Context: an optimization exercise on an open-source flow, tuned for small area and a short achievable clock period. The choices shown serve that exercise and are no tape-out recipe. Only simulation tests tie the RTL to the original design; equivalence was not proved. The clock port is modelled as an ideal driver; clocking choices that lean on that would not hold on a real chip. Power is estimated from default activity; no workload was simulated.

red:
==> flow/design.v (excerpt) <==
module imem_pipe (
  input  logic        clk,
  input  logic        rst_n,
  input  logic        fetch_req,
  input  logic [31:0] fetch_pc,
  output logic        fetch_ready,
  input  logic        stall,
  input  logic        flush,
  output logic        instr_valid,
  output logic [31:0] instr,
  output logic [31:0] instr_pc,
  output logic        fault,
  input  logic        load_en,
  input  logic [29:0] load_addr,
  input  logic [31:0] load_data,
  output logic        load_err,
  output logic        busy
);
Settings: LEC_CHECK=0, CAP_MARGIN=70, CORE_MARGIN=2, CORE_UTILIZATION=55, CTS_CLUSTER_DIAMETER=100, CTS_CLUSTER_SIZE=30, SETUP_SLACK_MARGIN=0.3, SLEW_MARGIN=50, SYNTH_HIERARCHICAL=1, SYNTH_MINIMUM_KEEP_SIZE=0; clock period 3.8 ns.
run.sh (not shown) runs the stock make flow with config.mk's settings and CLKGATE_MAP_FILE= SYNTH_SCRIPT=/design/flow/synth_recipe.tcl, a recipe that flattens the netlist after the stock synthesis.
Setup changes, red to blue
# red
export LEC_CHECK = 0
export CAP_MARGIN = 70
export CORE_MARGIN = 2
export CORE_UTILIZATION = 55
export CTS_CLUSTER_DIAMETER = 100
export CTS_CLUSTER_SIZE = 30
export SETUP_SLACK_MARGIN = 0.3
export SLEW_MARGIN = 50
export SYNTH_HIERARCHICAL = 1
export SYNTH_MINIMUM_KEEP_SIZE = 0
create_clock -name core_clock -period 3.8 [get_ports {clk}]
# blue
export LEC_CHECK = 0
export CAP_MARGIN = 20
export CORE_MARGIN = 2
export CORE_UTILIZATION = 55
export CTS_CLUSTER_DIAMETER = 100
export CTS_CLUSTER_SIZE = 30
export SETUP_SLACK_MARGIN = 1.6
export SLEW_MARGIN = 20
export SYNTH_HIERARCHICAL = 1
export SYNTH_MINIMUM_KEEP_SIZE = 0
create_clock -name core_clock -period 3.8 [get_ports {clk}]
==> summary.txt <==
Summary of the comparison: final instance area is higher in blue, relative to red. Per the comparison of blue with red, clock power did not really move, number of fillers in the final layout went down, critical path depth went up. Between blue and red, total length of routed met2 wires is lower for red, blue comes in above that. blue has less setup slack than red. Looking at layout overhead on the synthesized area, blue sits above red. For the final critical delay including setup and external delays, blue came in 0.20 ns higher than red did. | met1 usage | blue vs red | 1.8 points higher |.


the previous run:
imem_pipe, a different RTL version from the one above (not shown whole).
Size: roughly 4200 flip-flops, roughly 170 I/O pins, ~150000 µm² of cells after synthesis.
Settings: LEC_CHECK=0, CAP_MARGIN=70, CORE_MARGIN=2, CORE_UTILIZATION=62, CTS_CLUSTER_DIAMETER=100, CTS_CLUSTER_SIZE=30, SETUP_SLACK_MARGIN=0.3, SLEW_MARGIN=50, SYNTH_HIERARCHICAL=1, SYNTH_MINIMUM_KEEP_SIZE=0; clock period 3.8 ns.
standard.sh (not shown) runs the stock make flow with config.mk's settings and CLKGATE_MAP_FILE= SYNTH_SCRIPT=/design/flow/synth_recipe.tcl, a recipe that flattens the netlist after the stock synthesis.
==> flow/flow/run.sh <==
#!/bin/bash
# The standard layout, with a per-endpoint sizing and buffering pass on the slowest setup
# paths after CTS (flow/post_cts.tcl). The make output goes to standard_flow.log; each ORFS
# step keeps its own log under orfs/logs.
set -euo pipefail
W=$(pwd)
bash standard.sh POST_CTS_TCL="$W/flow/post_cts.tcl" finish > "$W/standard_flow.log" 2>&1
Other scripts of this flow, unchanged in this note and not shown: flow/flow/epopt.tcl, flow/flow/post_cts.tcl
### the previous run -> the current run
Settings: CORE_UTILIZATION: 62 -> 55.
[summary]
Measured against each other, the current run and the previous run differ in wire length, the lower figure coming from the current run.
Total global routing track utilization was higher in the previous run than in the current run.
Summary — ratio of cells with drive above 1 in the final layout, the current run relative to the previous run: higher, by 1.9 points.
Taking the previous run as the reference point, the portion of total power attributed to sequential cells of the current run falls by 0.6 points.
Changes observed in the current run relative to the previous run: multi-input gate share of total cell area shrank by 0.22 points, detailed placement HPWL shrank by about 0.36%, global-route wire length before repair shrank by 0.91%, overall power after layout grew by about 0.8%, setup slack shrank by 14 ps.
Of the current run and the previous run, it is the current run that has the lower via count.

static timing again, ports no longer ideal:
How much do the figures lean on ideal ports? The routed layouts below were timed once more, with nothing changed but the port constraints.
Step 1 assumes that a clkbuf_16 drives the clock port and a buf_2 every other input.
Step 2 moves the port delays by t, midway between the first and last clock arrival at a register: inputs arrive t later, outputs are due t later. That takes back most of the time a late clock gives input paths.
Three values: ideal, step 1, step 2; two values: the first two.
| run | t (ns) | setup slack, ns | worst setup path at the end | clock arrival spread, ns | pins driven straight from the clock port |
|---|---|---|---|---|---|
| red | 0.951 | 0.224 / 0.296 / -0.655 | input to register | 0.048 / 0.048 | 1 |
| blue | 0.950 | 0.020 / 0.070 / -0.880 | input to register | 0.044 / 0.044 | 1 |
| the previous run | 0.988 | 0.679 / 0.758 / -0.230 | input to register | 0.033 / 0.033 | 1 |
| the current run | 1.000 | 0.664 / 0.733 / -0.266 | input to register | 0.054 / 0.053 | 1 |
With both steps, setup timing fails in every run listed, where it was met with ideal ports. The setup slack of the current run, which loses most, moves by +0.069 ns with the drivers and by -0.930 ns with both steps.
